Source: an optimization exercise on an open RTL-to-GDS flow (aim: small area). Production flows keep margins and buffers that such runs may drop.
Only simulation tests tie the RTL to the original design; equivalence was not proved.
Power is estimated from default activity; no workload was simulated.

**flow/config.mk**
```make
export PLATFORM = sky130hd
export DESIGN_NAME = ex_stage
export DESIGN_NICKNAME = ex_stage
export VERILOG_FILES = /design/flow/design.v
export SDC_FILE = /design/flow/constraint.sdc
export NUM_CORES = 4
export LEC_CHECK = 0
export ABC_AREA = 1
export CAP_MARGIN = 20
export CORE_MARGIN = 2
export CORE_UTILIZATION = 40
export SETUP_SLACK_MARGIN = 0.15
export SLEW_MARGIN = 20
export SYNTH_HIERARCHICAL = 1
```
**flow/constraint.sdc**
```tcl
create_clock -name core_clock -period 7.0 [get_ports {clock}]
set_input_delay 1.4000 -clock core_clock [delete_from_list [all_inputs] [get_ports {clock}]]
set_output_delay 1.4000 -clock core_clock [all_outputs]
set_load 0.01 [all_outputs]
```
**flow/design.v**
```verilog
package ex_pkg;
    localparam logic [3:0] ALU_ADD  = 4'd0;
    localparam logic [3:0] ALU_SUB  = 4'd1;
    localparam logic [3:0] ALU_SLL  = 4'd2;
    localparam logic [3:0] ALU_SLT  = 4'd3;
    localparam logic [3:0] ALU_SLTU = 4'd4;
    localparam logic [3:0] ALU_XOR  = 4'd5;
    localparam logic [3:0] ALU_SRL  = 4'd6;
    localparam logic [3:0] ALU_SRA  = 4'd7;
    localparam logic [3:0] ALU_OR   = 4'd8;
    localparam logic [3:0] ALU_AND  = 4'd9;
    localparam logic [5:0] MD_LAST = 6'd33;
endpackage
module muldiv_iter
(
    input  logic        start,      
    input  logic [2:0]  op,         
    input  logic [2:0]  op_q,       
    input  logic [31:0] a,
    input  logic [31:0] b,
    input  logic [5:0]  cnt,        
    input  logic [31:0] hi,
    input  logic [31:0] lo,
    output logic        xs_hi,
    output logic        xs_hish,
    output logic        xs_lo31,
    output logic        x_top,
    output logic        ys_a,
    output logic        ys_b,
    output logic        ys_hi,
    output logic        ys_lo,
    output logic        y_top,
    output logic        inv,
    input  logic [32:0] sum,        
    input  logic        co,
    input  logic [31:0] x_low,      
    output logic        shift,      
    output logic [31:0] hi_d,       
    output logic [31:0] lo_d        
);
    logic is_div, sgn, a_neg, b_neg, mul_a_sgn, mul_b_sgn;
    logic first, step1, last_step, final_c, step;
    logic div0, a_neg0;
    always_comb begin
        first     = (cnt == 6'd0);
        step1     = (cnt == 6'd1);
        last_step = (cnt == 6'd32);
        final_c   = (cnt == ex_pkg::MD_LAST);
        step      = ~first & ~final_c;
        shift     = step;
        div0      = op[2];
        a_neg0    = ~op[0] & a[31];
        is_div    = op_q[2];
        sgn       = ~op_q[0];
        a_neg     = sgn & a[31];
        b_neg     = sgn & b[31];
        mul_a_sgn = op_q[1] ^ op_q[0];        
        mul_b_sgn = ~op_q[1] & op_q[0];       
        xs_hi   = step & ~is_div & ~step1;
        xs_hish = step & is_div & ~step1;
        xs_lo31 = step & is_div;
        x_top   = xs_hish ? hi[31] : (xs_hi & mul_a_sgn & hi[31]);
        ys_a  = (first & start & div0) | (step & ~is_div & lo[0]);
        ys_b  = (first & start & ~div0) | (step & is_div);
        ys_hi = final_c & (is_div ? op_q[1] : (op_q[1:0] != 2'd0));
        ys_lo = final_c & ~(is_div ? op_q[1] : (op_q[1:0] != 2'd0));
        y_top = step & (is_div ? b_neg : (lo[0] & mul_a_sgn & a[31]));
        if (first)
            inv = start & div0 & a_neg0;
        else if (final_c)
            inv = is_div & (op_q[1] ? a_neg : (sgn & (a[31] ^ b[31]) & ~(&lo)));
        else if (is_div)
            inv = ~b_neg;
        else
            inv = last_step & mul_b_sgn & lo[0];
        if (is_div) begin
            hi_d = co ? sum[31:0] : x_low;
            lo_d = {lo[30:0], co};
        end else begin
            hi_d = sum[32:1];
            lo_d = {sum[0], lo[31:1]};
        end
    end
endmodule
module ex_add #(
    parameter int W = 33
) (
    input  logic [W-1:0] a,
    input  logic [W-1:0] b,
    input  logic         ci,
    output logic [W-1:0] s,
    output logic         co,
    output logic [W-1:0] p,
    output logic [W-1:0] g
);
    logic [W-1:0] gg, pp;
    logic [W:0]   c;
    always_comb begin
        p  = a ^ b;
        g  = a & b;
        gg = g;
        pp = p;
        gg[0] = g[0] | (p[0] & ci);
        for (int l = 1; l < W; l = l * 2)
            for (int j = 2 * l - 1; j < W; j = j + 2 * l) begin
                gg[j] = gg[j] | (pp[j] & gg[j-l]);
                pp[j] = pp[j] & pp[j-l];
            end
        for (int l = W / 2; l >= 1; l = l / 2)
            for (int j = 3 * l - 1; j < W; j = j + 2 * l) begin
                gg[j] = gg[j] | (pp[j] & gg[j-l]);
                pp[j] = pp[j] & pp[j-l];
            end
        c  = {gg, ci};
        s  = p ^ c[W-1:0];
        co = c[W];
    end
endmodule
module ex_cmp (
    input  logic [31:0] a,
    input  logic [31:0] b,
    input  logic        sgn,
    output logic        lt,
    output logic        eq
);
    logic [31:0] l, e;
    always_comb begin
        for (int i = 0; i < 32; i++) begin
            l[i] = ~a[i] & b[i];
            e[i] = ~(a[i] ^ b[i]);
        end
        l[31] = sgn ? (a[31] & ~b[31]) : (~a[31] & b[31]);
        for (int w = 1; w < 32; w = w * 2)
            for (int j = 0; j < 32; j = j + 2 * w) begin
                l[j] = l[j+w] | (e[j+w] & l[j]);
                e[j] = e[j+w] & e[j];
            end
        lt = l[0];
        eq = e[0];
    end
endmodule
module ex_inc #(
    parameter int W = 30
) (
    input  logic [W-1:0] a,
    output logic [W-1:0] s
);
    localparam int B = 5;
    localparam int N = (W + B - 1) / B;
    logic [N:0] bc;
    logic       c;
    always_comb begin
        bc[0] = 1'b1;
        for (int k = 0; k < N; k++) begin
            c = bc[k];
            for (int i = k * B; i < (k + 1) * B && i < W; i++) begin
                s[i] = a[i] ^ c;
                c    = a[i] & c;
            end
            bc[k+1] = bc[k] & (&a[(k * B) +: B]);
        end
    end
endmodule
module ex_stage
(
    input  logic        clock,
    input  logic        reset,
    input  logic [31:0] d1_in,
    input  logic [31:0] d2_in,
    input  logic [4:0]  rd_in,
    input  logic [31:0] imm_in,
    input  logic [31:0] ctrl_in,
    input  logic [31:0] pc_in,
    output logic        branch,
    output logic [31:0] branch_target,
    output logic        stall,
    output logic [31:0] result_out,
    output logic [31:0] store_data_out,
    output logic [4:0]  rd_out,
    output logic        mem_read_out,
    output logic        mem_write_out,
    output logic        reg_write_out,
    output logic [2:0]  mem_size_out
);
    logic [3:0]  alu_op;
    logic [2:0]  funct3;
    logic        use_imm, br, jal, jalr, lui, auipc, mem_read, mem_write, reg_write;
    logic        muldiv, valid;
    assign alu_op    = ctrl_in[3:0];
    assign funct3    = ctrl_in[6:4];
    assign use_imm   = ctrl_in[7];
    assign br        = ctrl_in[8];
    assign jal       = ctrl_in[9];
    assign jalr      = ctrl_in[10];
    assign lui       = ctrl_in[11];
    assign auipc     = ctrl_in[12];
    assign mem_read  = ctrl_in[13];
    assign mem_write = ctrl_in[14];
    assign reg_write = ctrl_in[15];
    assign muldiv    = ctrl_in[16];
    assign valid     = ctrl_in[31];
    logic [5:0]  cnt_q;
    logic [31:0] res_q, st_q;
    logic [2:0]  sz_q;
    logic [31:0] op_b;
    logic        sub, lt_sgn, x_pc, x_d1, y_imm, y_d2;
    logic [32:0] ax, ay, sum, p, g;
    logic        ainv, co;
    logic        xs_hi, xs_hish, xs_lo31, x_top, ys_a, ys_b, ys_hi, ys_lo, y_top, md_inv;
    logic        md_shift;
    logic [31:0] md_hi_d, md_lo_d;
    assign op_b     = use_imm ? imm_in : d2_in;
    assign sub      = ~br & ((alu_op == ex_pkg::ALU_SUB) | (alu_op == ex_pkg::ALU_SLT)
                    | (alu_op == ex_pkg::ALU_SLTU));
    assign lt_sgn   = ~br & (alu_op == ex_pkg::ALU_SLT);
    assign x_pc     = br | jal | auipc;
    assign x_d1     = ~muldiv & ~br & ~jal & ~auipc & ~lui;
    assign y_imm    = use_imm | br | jal;
    assign y_d2     = ~muldiv & ~use_imm & ~br & ~jal;
    always_comb begin
        for (int i = 0; i < 32; i++) begin
            ax[i] = (x_d1 & d1_in[i]) | (x_pc & pc_in[i]) | (xs_hi & st_q[i])
                  | (xs_hish & (i == 0 ? res_q[31] & xs_lo31 : st_q[i > 0 ? i-1 : 0]));
            ay[i] = (y_imm & imm_in[i]) | ((y_d2 | ys_b) & d2_in[i])
                  | (ys_a & d1_in[i]) | (ys_hi & st_q[i]) | (ys_lo & res_q[i]);
        end
        ax[0]  = (x_d1 & d1_in[0]) | (x_pc & pc_in[0]) | (xs_hi & st_q[0])
               | (xs_lo31 & res_q[31]);
        ax[32] = x_top | (lt_sgn & d1_in[31]);
        ay[32] = y_top | (lt_sgn & op_b[31]);
        ainv   = md_inv | sub;
    end
    ex_add #(.W(33)) u_add (.a(ax), .b(ay ^ {33{ainv}}), .ci(ainv), .s(sum), .co(co), .p(p), .g(g));
    muldiv_iter u_muldiv (
        .start   (muldiv),
        .op      (funct3),
        .op_q    (sz_q),
        .a       (d1_in),
        .b       (d2_in),
        .cnt     (cnt_q),
        .hi      (st_q),
        .lo      (res_q),
        .xs_hi   (xs_hi),
        .xs_hish (xs_hish),
        .xs_lo31 (xs_lo31),
        .x_top   (x_top),
        .ys_a    (ys_a),
        .ys_b    (ys_b),
        .ys_hi   (ys_hi),
        .ys_lo   (ys_lo),
        .y_top   (y_top),
        .inv     (md_inv),
        .sum     (sum),
        .co      (co),
        .x_low   (ax[31:0]),
        .shift   (md_shift),
        .hi_d    (md_hi_d),
        .lo_d    (md_lo_d)
    );
    logic        shl;
    logic [31:0] sh_in, sh_r;
    assign shl = (alu_op == ex_pkg::ALU_SLL);
    always_comb begin
        for (int i = 0; i < 32; i++) sh_in[i] = shl ? d1_in[31-i] : d1_in[i];
        sh_r = 32'($signed({(alu_op == ex_pkg::ALU_SRA) & d1_in[31], sh_in}) >>> op_b[4:0]);
    end
    logic        cond, lt_br, eq_br, lt;
    logic [29:0] pc4_hi;
    assign lt = sum[32];
    ex_cmp u_cmp (.a(d1_in), .b(d2_in), .sgn(~funct3[1]), .lt(lt_br), .eq(eq_br));
    ex_inc #(.W(30)) u_pc4 (.a(pc_in[31:2]), .s(pc4_hi));
    assign cond   = funct3[2] ? (lt_br ^ funct3[0]) : (~funct3[1] & (eq_br ^ funct3[0]));
    assign branch = valid & (jal | jalr | (br & cond));
    assign branch_target = {sum[31:1], sum[0] & ~jalr};
    logic [4:0] rd_q;
    logic       mr_q, mw_q, rw_q;
    assign stall = valid & muldiv & (cnt_q != ex_pkg::MD_LAST);
    logic        r_md, r_link, r_sum, r_lt, r_p, r_g, r_srl, r_sll;
    logic [31:0] res_d;
    always_comb begin
        r_md  = stall & md_shift;
        r_link = ~r_md & (jal | jalr);
        r_sum = ~r_md & ~jal & ~jalr & (alu_op == ex_pkg::ALU_ADD || alu_op == ex_pkg::ALU_SUB);
        r_lt  = ~r_md & (alu_op == ex_pkg::ALU_SLT || alu_op == ex_pkg::ALU_SLTU);
        r_p   = ~r_md & (alu_op == ex_pkg::ALU_XOR || alu_op == ex_pkg::ALU_OR);
        r_g   = ~r_md & (alu_op == ex_pkg::ALU_AND || alu_op == ex_pkg::ALU_OR);
        r_srl = ~r_md & (alu_op == ex_pkg::ALU_SRL || alu_op == ex_pkg::ALU_SRA);
        r_sll = ~r_md & shl;
        for (int i = 0; i < 32; i++)
            res_d[i] = (r_md & md_lo_d[i]) | (r_link & (i < 2 ? pc_in[i] : pc4_hi[i < 2 ? 0 : i-2])) | (r_sum & sum[i]) | (r_p & p[i])
                     | (r_g & g[i]) | (r_srl & sh_r[i]) | (r_sll & sh_r[31-i]);
        res_d[0] = res_d[0] | (r_lt & lt);
    end
    always_ff @(posedge clock) begin
        if (reset) begin
            cnt_q <= 6'd0;
            mr_q  <= 1'b0;
            mw_q  <= 1'b0;
            rw_q  <= 1'b0;
        end else begin
            cnt_q <= stall ? cnt_q + 6'd1 : 6'd0;
            mr_q  <= ~stall & valid & mem_read;
            mw_q  <= ~stall & valid & mem_write;
            rw_q  <= ~stall & valid & reg_write;
        end
    end
    always_ff @(posedge clock) begin
        res_q <= res_d;
        st_q  <= stall ? md_hi_d : d2_in;
        rd_q  <= rd_in;
        sz_q  <= funct3;
    end
    assign result_out     = res_q;
    assign store_data_out = st_q;
    assign rd_out         = rd_q;
    assign mem_read_out   = mr_q;
    assign mem_write_out  = mw_q;
    assign reg_write_out  = rw_q;
    assign mem_size_out   = sz_q;
endmodule
```
**flow/flow/run.sh**
```bash
#!/bin/bash
# The standard layout with these changes:
#  - synthesis (hierarchical, as config.mk sets) maps the adder and
#    incrementer modules (ex_add, ex_inc) with ORFS's own abc script, and every other module with
#    flow/abc_small.script (resynthesis and area-oriented amap, then
#    buffering and sizing);
#    the rest of synth_recipe.tcl is unchanged;
#  - the smallest buffer (buf_1) on every port instead of the default delay
#    buffer; repair upsizes it where needed;
#  - timing-driven placement keeps none of its trial repairs
#    (GPL_KEEP_OVERFLOW=0); the later repair steps fix what is needed.
# Each tool's output stays in orfs/logs; make's own output goes to make_finish.log.
set -euo pipefail
here=$(pwd)
{
  head -n 1 synth_recipe.tcl
  cat <<EOT
proc abc {args} {
  set i [lsearch -exact \$args -script]
  yosys abc {*}\$args *ex_add* *ex_inc*
  yosys abc {*}[lreplace \$args \$i [expr {\$i + 1}] -script $here/flow/abc_small.script] *ex_add* *ex_inc* %u %n
}
EOT
  tail -n +2 synth_recipe.tcl
} > own_synth.tcl
bash standard.sh "SYNTH_SCRIPT=$here/own_synth.tcl" \
  "BUFFER_PORTS_ARGS=-buffer_cell sky130_fd_sc_hd__buf_1" GPL_KEEP_OVERFLOW=0 finish > make_finish.log 2>&1
```
**flow/flow/abc_small.script**
```
strash
&get -n
&fraig -x
&put
scorr
dc2
dc2
dch -f
amap
topo
stime -c
buffer -c
upsize -c
dnsize -c
```
**flow/standard.sh**
```bash
#!/bin/bash
# synth_recipe.tcl (not shown) runs the flow's synth.tcl, then flattens the netlist and writes it again
# the make line also repeats each setting of config.mk as NAME=value (left out here)
make -C /OpenROAD-flow-scripts/flow DESIGN_CONFIG=/design/flow/config.mk WORK_HOME=/design/flow/orfs CLKGATE_MAP_FILE= SYNTH_SCRIPT=/design/flow/synth_recipe.tcl "${@:-finish}"
```
==> results.json, run 1 <==
{
  "ant_nets": 0,
  "cp-end-kind": "primary output",
  "status": "no timing/DRC/antenna violations",
  "setup_viol": 0,
  "grt_first_pass_wirelength_um": 89300,
  "power.internal_mw": 1.40,
  "cts.sinks": 81,
  "place_inst": 2150,
  "final_common_cell": "buf_1",
  "slew_headroom_pct": 35.6,
  "crit_type": "reg -> out",
  "wl_per_cell_um": 29.1,
  "stdcell_area_sq_um": 13900,
  "dr.first_iter.drc_count": 2809,
  "die-width_um": 170,
  "top_level_ports": 276,
  "rows": 60,
  "setup_ws_ns": 0.127,
  "clk_latency_ns": 0.37,
  "combPwrFrac_pct": 59.1,
  "core_area_sq_um": 27100,
  "period_needed_ns": 6.87,
  "max_freq_mhz": 145,
  "firstDrtPassIters": 9,
  "p_leak_nw": 5.87,
  "critPathArrivalTime_ns": 5.47,
  "ir_drop_mv": 0.133,
  "dp_hpwl_um": 49100,
  "grt_pass1_vias": 13300,
  "cts.htree.levels": 3,
  "n_antenna_cell": 0,
  "grt.total_usage_pct": 41.9,
  "post-route-period-util_pct": 98.2,
  "hp-class": "reg -> reg",
  "cellPowerDensity_nw_per_um2": 206,
  "worstMarginPinSlew_ns": 0.955,
  "cts-root-buf": "clkbuf_16",
  "p_sw_mw": 1.46,
  "crit_slowest_cell": "dfxtp_4",
  "grt_overflow": 0,
  "post_drt_via_cell_ratio": 6.78,
  "cp_max_fo": 66,
  "dpl-instance-area_sq_um": 12700,
  "p_clk_share_pct": 19.2,
  "cts_made_buffers": 9,
  "io_buffers": 261,
  "finalPower_mw": 2.86,
  "wirelength_um": 64500,
  "place_congestion": 1.06,
  "grt_max_degree": 67,
  "worstSetupStartpointType": "flip-flop",
  "vias": 15000,
  "worstPathRequired_ns": 5.60,
  "cpPeakStageDelay_ns": 0.60,
  "syn_area_sq_um": 11100,
  "finalHoldViolCount": 0,
  "drv_cap": 0,
  "layout.cells.most_common_list": "buf_1 (254), inv_1 (209), nor2_1 (141)",
  "drv_slew": 0,
  "finalClockSkew_ns": 0.0187,
  "rsz0062_at_grt": "yes",
  "synth_fp_nets": 1886,
  "clk_pin_slew_ns": 0.08,
  "fin_nets": 2113,
  "area_growth_pct": 25.2,
  "clock_path_buffers": 2,
  "yosysWarnings": 11,
  "switching_share_pct": 51.0,
  "antenna_found_initial": 3,
  "stdcell_count": 2213,
  "post-place-ws_ns": -1.39,
  "tritoncts": "yes",
  "seq_power_share_pct": 21.7,
  "crit_top_cell": "nand2_2",
  "start_util_pct": 40.9,
  "drc_errors": 0,
  "dieArea_sq_um": 29000,
  "drive_gt1_share_pct": 11.6,
  "syn_inst": 1609,
  "die_h_um": 170,
  "syn_area_per_cell_sq_um": 6.89
}
final cells by class:
class | instances | area, sq um
multi-input combinational | 1185 | 8650
sequential | 81 | 1630
inverter | 221 | 843
timing repair inverter | 1 | 7.51
tap | 372 | 465
fill | 2807 | 13200
timing repair buffer | 337 | 1960
clock inverter | 6 | 73.8
clock buffer | 10 | 239
critical path: cells and delay by family (launching register included):
family | cells | cell delay [ns]
buf+inv | 7 | 1.43
simple gates | 14 | 1.32
fa+ha+maj | 2 | 0.77
compound gates | 4 | 0.64
flops | 1 | 0.60
xor+xnor | 1 | 0.21
flip-flops by register name, indices dropped and copies added, names as in the netlist:
register and cells:
res_q 32, st_q 32, cnt_q 6, rd_q 5
sz_q 3, mr_q 1, mw_q 1, rw_q 1
power by group through the flow:
stage / Combinational (mW) / Clock [mW] / Sequential [mW]
finish: 1.69 / 0.550 / 0.621
global route: 1.78 / 0.563 / 0.618
CTS: 1.54 / 0.547 / 0.610
detailed placement: 1.45 / 0 / 0.622
global placement: 1.40 / 0 / 0.629
floorplan: 0.877 / 0 / 0.597
stage by stage:
step / hold WS [ns] / util, % / setup TNS [ns]
2_1_floorplan: 0.457 / - / 0
3_3_place_gp: 0.484 / 44.4 / -683.85
3_5_place_dp: 0.487 / 47.0 / -63.63
4_1_cts: 0.515 / 49.4 / 0
5_1_grt: 0.548 / 51.2 / 0
6_report: 0.516 / 51.2 / 0
worst paths after layout:
path / from / end / slack (ns) / cells after the start
worst max-delay path: sz_q[2] / branch_target[31] / 0.13 / 28
worst min-delay path: cnt_q[0] / cnt_q[0] / 0.52 / 1
worst max register to register: sz_q[2] / res_q[0] / 0.60 / 27
worst min register to register: cnt_q[0] / cnt_q[0] / 0.52 / 1
what timing repair did:
action	CTS	global route
endpoints found under the hold margin	0	0
endpoints found under the setup margin	63	53
gates cloned	2	3
pin swaps	7	23
setup buffers	14	28
gates resized for setup	41	59
hold buffers	0	0
routing by layer:
layer	track usage, %	vias to the layer above	wire (um)
met5	1.22	-	63
met4	17.8	5	3510
met3	13.5	222	9940
met2	59.0	1339	25400
met1	58.2	6990	25500
li1	-	6450	-
==> inputs of run 2 (changes only) <==
--- a/flow/config.mk
+++ b/flow/config.mk
@@ -9,6 +9,7 @@
 export CAP_MARGIN = 20
 export CORE_MARGIN = 2
 export CORE_UTILIZATION = 40
-export SETUP_SLACK_MARGIN = 0.15
+export GPL_ROUTABILITY_DRIVEN = 0
+export SETUP_SLACK_MARGIN = 0.1
 export SLEW_MARGIN = 20
 export SYNTH_HIERARCHICAL = 1
==> run 2 against run 1 <==
  * Cell count down 0.72%
  * Clock power fell by 3%
  * Global-route usage decreased by 2.7 points
  * Combinational power fell by 5%
  * Routed wire length is 6.9% lower
  * Setup slack improved by 0.0031 ns
  * Sequential share of layout area is 0.31 points higher
  * Clock skew fell by 0.0076 ns
==> results.json, run 2 <==
{
  "status": "no timing/DRC/antenna violations",
  "syn_inst": 1609,
  "cts-root-buf": "clkbuf_16",
  "drv_slew": 0,
  "drc_errors": 0,
  "core_area_sq_um": 27100,
  "fin_nets": 2097,
  "slew_headroom_pct": 24.7,
  "cts_made_buffers": 9,
  "period_needed_ns": 6.87,
  "firstDrtPassIters": 11,
  "rows": 60,
  "layout.cells.most_common_list": "buf_1 (250), inv_1 (212), nor2_1 (141)",
  "stdcell_area_sq_um": 13500,
  "vias": 14800,
  "min_from": "cnt_q[0]",
  "worstSetupStartpointType": "flip-flop",
  "setup_viol": 0,
  "drive_gt1_share_pct": 10.0,
  "yosysWarnings": 11,
  "grt_pass1_vias": 13100,
  "io_buffers": 261,
  "dpl-instance-area_sq_um": 12700,
  "rsz0062_at_grt": "yes",
  "hp-class": "reg -> reg",
  "final_common_cell": "buf_1",
  "drv_cap": 0,
  "dieArea_sq_um": 29000,
  "tritoncts": "yes",
  "wl_per_cell_um": 27.3,
  "grt_max_degree": 69,
  "rr_worst_depth": 21,
  "worstMarginPinSlew_ns": 1.13,
  "hold_path_end": "cnt_q[0]",
  "crit_slowest_cell": "nor4_2",
  "min_path_cells": 1,
  "p_leak_nw": 5.69,
  "ant_nets": 0,
  "grt_overflow": 0,
  "die_h_um": 170,
  "clk_pin_slew_ns": 0.08,
  "timing.hold.ws_ns": 0.506,
  "fin_util_pct": 49.7,
  "post-route-period-util_pct": 98.1,
  "cpPeakStageDelay_ns": 0.63,
  "cp_max_fo": 13,
  "dr.first_iter.drc_count": 2779,
  "ir_drop_mv": 0.134,
  "worstPathRequired_ns": 5.60,
  "finalClockSkew_ns": 0.0111,
  "finalPower_mw": 2.76,
  "cts.sinks": 81,
  "post-place-ws_ns": -1.27,
  "crit_type": "reg -> out",
  "start_util_pct": 40.9,
  "critPathArrivalTime_ns": 5.47,
  "cp-end-kind": "primary output",
  "clock_path_buffers": 2,
  "die-width_um": 170,
  "syn_area_per_cell_sq_um": 6.89,
  "area_growth_pct": 21.6,
  "setup_ws_ns": 0.130,
  "cp.buffers_inverters": 5,
  "timing.rr.start": "res_q[31]",
  "crit_family": "simple AND/OR/NAND/NOR gates",
  "wirelength_um": 60100,
  "finalHoldViolCount": 0,
  "reg.largest.list": "res_q: 32 flops, st_q: 32 flops, cnt_q: 6 flops",
  "post_drt_via_cell_ratio": 6.76,
  "syn_area_sq_um": 11100,
  "grt.total_usage_pct": 39.3,
  "antenna_found_initial": 0,
  "clk_latency_ns": 0.37,
  "r2r_end": "res_q[0]",
  "max_freq_mhz": 146,
  "dp_hpwl_um": 45500,
  "top_level_ports": 276,
  "cts.htree.levels": 3,
  "synth_fp_nets": 1886,
  "r2r_slack_ns": 0.23,
  "grt_first_pass_wirelength_um": 84700,
  "cellPowerDensity_nw_per_um2": 205
}
run 2: how the worst max path moves through the flow:
| stage | startpoint | end | slack (ns) | cells past startpoint |
|---|---|---|---|---|
| 3_5_place_dp | d1_in[31] | branch_target[31] | -1.27 | 27 |
| 5_1_grt | d1_in[31] | branch_target[31] | 0.06 | 28 |
| 4_1_cts | d1_in[31] | branch_target[31] | 0.08 | 28 |
| 3_3_place_gp | sz_q[2] | st_q[31] | -7.51 | 24 |
| 6_report | res_q[31] | branch_target[23] | 0.13 | 25 |
| 2_1_floorplan | ctrl_in[8] | branch_target[31] | 0.76 | 24 |
run 2: final cells by class:
| cell class | instances | area (sq um) |
|---|---|---|
| tap | 372 | 465 |
| sequential | 81 | 1630 |
| timing repair buffer | 319 | 1720 |
| multi-input combinational | 1187 | 8510 |
| clock inverter | 4 | 51.3 |
| fill | 2801 | 13600 |
| inverter | 221 | 836 |
| clock buffer | 11 | 253 |
| antenna | 1 | 2.50 |
| timing repair inverter | 1 | 7.51 |
run 2: power breakdown:
part	leakage, nW	internal [mW]	total, mW	switching [mW]
registers	0.681	0.516	0.616	0.0998
logic	4.86	0.561	1.61	1.05
clock network	0.148	0.296	0.534	0.238
total	5.69	1.37	2.76	1.39
run 2: layer usage:
metal | wire length, um | up-vias | track usage (%)
li1 | - | 6412 | -
met1 | 23200 | 6861 | 52.4
met2 | 23600 | 1304 | 55.2
met3 | 9530 | 272 | 14.2
met4 | 3810 | 0 | 19.9
met5 | 0 | - | 0
run 2: what timing repair did:
| action | in CTS | in global routing |
|---|---|---|
| setup endpoints to repair | 63 | 20 |
| setup buffers | 14 | 15 |
| pin swaps | 6 | 12 |
| hold buffers | 0 | 0 |
| gates cloned | 4 | 1 |
| gates resized for setup | 30 | 32 |
run 2: per-stage QoR:
stage	instances	TNS, ns
3_5_place_dp	2146	-54.25
6_report	2197	0
5_1_grt	2196	0
2_1_floorplan	1609	0
3_3_place_gp	2119	-627.83
4_1_cts	2179	0
==> inputs of run 3 (changes only) <==
--- a/flow/design.v
+++ b/flow/design.v
@@ -18,6 +18,8 @@
     input  logic [2:0]  op_q,       
     input  logic [31:0] a,
     input  logic [31:0] b,
+    input  logic        a31_q,      
+    input  logic        b31_q,      
     input  logic [5:0]  cnt,        
     input  logic [31:0] hi,
     input  logic [31:0] lo,
@@ -52,8 +54,8 @@
         a_neg0    = ~op[0] & a[31];
         is_div    = op_q[2];
         sgn       = ~op_q[0];
-        a_neg     = sgn & a[31];
-        b_neg     = sgn & b[31];
+        a_neg     = sgn & a31_q;
+        b_neg     = sgn & b31_q;
         mul_a_sgn = op_q[1] ^ op_q[0];        
         mul_b_sgn = ~op_q[1] & op_q[0];       
         xs_hi   = step & ~is_div & ~step1;
@@ -64,11 +66,11 @@
         ys_b  = (first & start & ~div0) | (step & is_div);
         ys_hi = final_c & (is_div ? op_q[1] : (op_q[1:0] != 2'd0));
         ys_lo = final_c & ~(is_div ? op_q[1] : (op_q[1:0] != 2'd0));
-        y_top = step & (is_div ? b_neg : (lo[0] & mul_a_sgn & a[31]));
+        y_top = step & (is_div ? b_neg : (lo[0] & mul_a_sgn & a31_q));
         if (first)
             inv = start & div0 & a_neg0;
         else if (final_c)
-            inv = is_div & (op_q[1] ? a_neg : (sgn & (a[31] ^ b[31]) & ~(&lo)));
+            inv = is_div & (op_q[1] ? a_neg : (sgn & (a31_q ^ b31_q) & ~(&lo)));
         else if (is_div)
             inv = ~b_neg;
         else
@@ -202,6 +204,7 @@
     logic [5:0]  cnt_q;
     logic [31:0] res_q, st_q;
     logic [2:0]  sz_q;
+    logic        a31_q, b31_q;     
     logic [31:0] op_b;
     logic        sub, lt_sgn, x_pc, x_d1, y_imm, y_d2;
     logic [32:0] ax, ay, sum, p, g;
@@ -235,6 +238,8 @@
         .start   (muldiv),
         .op      (funct3),
         .op_q    (sz_q),
+        .a31_q   (a31_q),
+        .b31_q   (b31_q),
         .a       (d1_in),
         .b       (d2_in),
         .cnt     (cnt_q),
@@ -309,6 +314,8 @@
         st_q  <= stall ? md_hi_d : d2_in;
         rd_q  <= rd_in;
         sz_q  <= funct3;
+        a31_q <= d1_in[31];
+        b31_q <= d2_in[31];
     end
     assign result_out     = res_q;
     assign store_data_out = st_q;
--- a/flow/config.mk
+++ b/flow/config.mk
@@ -9,7 +9,6 @@
 export CAP_MARGIN = 20
 export CORE_MARGIN = 2
 export CORE_UTILIZATION = 40
-export GPL_ROUTABILITY_DRIVEN = 0
-export SETUP_SLACK_MARGIN = 0.1
+export SETUP_SLACK_MARGIN = 0.13
 export SLEW_MARGIN = 20
 export SYNTH_HIERARCHICAL = 1
==> run 3 against run 2 <==
  * Highest routed layer is now met5
  * Synthesized cell count rose by 0.12%
  * Clock power up 4%
  * Largest power group unchanged
  * Sequential power increased by 5.0%
  * Core utilization fell by 0.17 points
  * Non-clock buffer count rose by 4
  * Still clean on timing, DRC and antenna
==> results.json, run 3 <==
{
  "status": "no timing/DRC/antenna violations",
  "fin_nets": 2102,
  "finalClockSkew_ns": 0.0221,
  "fin_util_pct": 49.5,
  "setup_ws_ns": 0.126,
  "dpl-instance-area_sq_um": 12700,
  "syn_area_per_cell_sq_um": 6.90,
  "firstDrtPassIters": 10,
  "slew_headroom_pct": 16.7,
  "top_usage_layer": "met2",
  "period_needed_ns": 6.87,
  "grt_first_pass_wirelength_um": 88500,
  "rsz0062_at_grt": "no",
  "clk_pin_slew_ns": 0.09,
  "reg.largest.list": "res_q: 32 flops, st_q: 32 flops, cnt_q: 6 flops",
  "ant_nets": 0,
  "final_common_cell": "buf_1",
  "core_area_sq_um": 27600,
  "die-width_um": 171,
  "post_drt_via_cell_ratio": 6.67,
  "start_util_pct": 40.3,
  "met3_usage_pct": 17.8,
  "wirelength_um": 62900,
  "cts_made_buffers": 9,
  "die_h_um": 171,
  "io_buffers": 261,
  "cts.sinks": 83,
  "cp-end-kind": "primary output",
  "grt_overflow": 0,
  "use_met1_pct": 55.4,
  "grt_max_degree": 65,
  "critPathArrivalTime_ns": 5.47,
  "holdBufCountCts": 0,
  "syn_inst": 1611,
  "clk_latency_ns": 0.37,
  "drv_slew": 0,
  "vias": 14700,
  "layout.cells.most_common_list": "buf_1 (252), inv_1 (210), nor2_1 (144)",
  "cts-root-buf": "clkbuf_16",
  "ir_drop_mv": 0.130,
  "max_freq_mhz": 145,
  "p_leak_nw": 5.72,
  "worstPathRequired_ns": 5.60,
  "finalHoldViolCount": 0,
  "stdcell_count": 2211,
  "grt.total_usage_pct": 41.6,
  "worstSetupStartpointType": "flip-flop",
  "synth_fp_nets": 1888,
  "cp_max_fo": 8,
  "rows": 61,
  "top_level_ports": 276,
  "syn_area_sq_um": 11100,
  "timing.hold.ws_ns": 0.522,
  "grt_pass1_vias": 13300,
  "tritoncts": "yes",
  "dieArea_sq_um": 29100,
  "cellPowerDensity_nw_per_um2": 210,
  "wl_per_cell_um": 28.4,
  "crit_type": "reg -> out",
  "antenna_found_initial": 3,
  "drive_gt1_share_pct": 10.1,
  "place_congestion": 1.02,
  "clock_path_buffers": 2,
  "worstMarginPinSlew_ns": 1.25,
  "drv_cap": 0,
  "area_growth_pct": 22.8,
  "post-place-ws_ns": -1.08,
  "dp_hpwl_um": 47500,
  "cts.htree.levels": 3,
  "drc_errors": 0,
  "post-route-period-util_pct": 98.2,
  "setup_viol": 0,
  "place_inst": 2154,
  "yosysWarnings": 11,
  "hp-class": "reg -> reg",
  "dr.first_iter.drc_count": 2631,
  "stdcell_area_sq_um": 13600,
  "grt_util_met2_pct": 56.2
}
-- run 3: repair_timing --
item | in CTS | in global routing
buffers inserted | 17 | 17
gates resized for setup | 27 | 47
pin swaps | 5 | 8
setup endpoints to repair | 63 | 56
gates cloned | 4 | 0
-- run 3: where the power goes --
group	internal, mW	switching (mW)	total, mW
combinational	0.574	1.10	1.67
sequential	0.529	0.118	0.647
clock	0.312	0.241	0.553
-- run 3: stage by stage --
step	setup TNS, ns	power (mW)
floorplan	0	1.49
global route	0	2.98
finish	0	2.87
CTS	0	2.73
detailed placement	-47.74	2.10
global placement	-634.30	2.06
-- run 3: critical path, stage by stage (launching register included) --
cell and delay [ns]:
dfxtp_2 0.42, nand4_1 0.38, nor4_4 0.52, a221oi_2 0.13, o21a_1 0.20, a311oi_2 0.23, o21ai_2 0.12, nor2_4 0.15
buf_12 0.14, clkinvlp_4 0.23, buf_8 0.23, nor2_1 0.10, a21oi_1 0.06, ha_1 0.36, nand2_1 0.10, inv_1 0.05
nand2_1 0.06, nand2_1 0.07, a21oi_2 0.18, nand2_4 0.14, nand2_1 0.11, nand3_2 0.08, nand3_1 0.08, nand2_1 0.07
fa_2 0.38, xor2_4 0.28, buf_2 0.19
-- run 3: final cells by class --
class / count / area, sq um
repair inverters: 1 / 7.51
well taps: 378 / 473
flip-flops and latches: 83 / 1680
repair buffers: 323 / 1790
diodes: 4 / 10.0
clock inverters: 5 / 78.8
fillers: 2884 / 13900
multi-input cells: 1188 / 8550
inverters: 219 / 828
clock buffers: 10 / 229
-- run 3: path summary, 6_finish.rpt --
| path | start | endpoint | slack (ns) | cells after the start |
|---|---|---|---|---|
| worst max-delay path | res_q[30] | branch_target[23] | 0.13 | 26 |
| worst min-delay path | cnt_q[0] | cnt_q[0] | 0.52 | 1 |
| worst max register to register | res_q[30] | st_q[31] | 0.25 | 29 |
| worst min register to register | cnt_q[0] | cnt_q[0] | 0.52 | 1 |
-- run 3: metal layers --
metal	vias to the layer above	share of wire (%)	wire (um)
met5	-	0.011	7
met4	2	6.0	3780
met3	229	16	10300
met2	1258	39	24400
met1	6815	39	24400
li1	6436	-	-

==> afterwards: timing with drivers on the ports <==
How much do the figures lean on ideal ports? The routed layouts below were timed once more, with nothing changed but the port constraints.
Step 1: set_driving_cell puts a clkbuf_16 on clock and a buf_2 on each other input, an assumption about the parent block.
Step 2, shift: input delay + t, output delay - t, t = (earliest + latest rising clock arrival at the registers) / 2. This alone moves slack from input paths to output paths.
Three values: ideal, step 1, step 2; two values: the first two.
run | shift t [ns] | slack for setup (ns) | hold slack, ns | worst register clock-pin slew, ns
run 1 | 0.412 | 0.127 / 0.074 / 0.138 | 0.516 / 0.516 / 0.516 | 0.08 / 0.08
run 2 | 0.409 | 0.130 / 0.080 / -0.162 | 0.506 / 0.506 / 0.506 | 0.08 / 0.08
run 3 | 0.412 | 0.126 / 0.076 / -0.102 | 0.522 / 0.522 / 0.522 | 0.09 / 0.09
With both steps, setup timing fails in run 2 and run 3, where it was met with ideal ports. The setup slack of run 2, which loses most, moves by -0.050 ns with the drivers and by -0.292 ns with both steps.
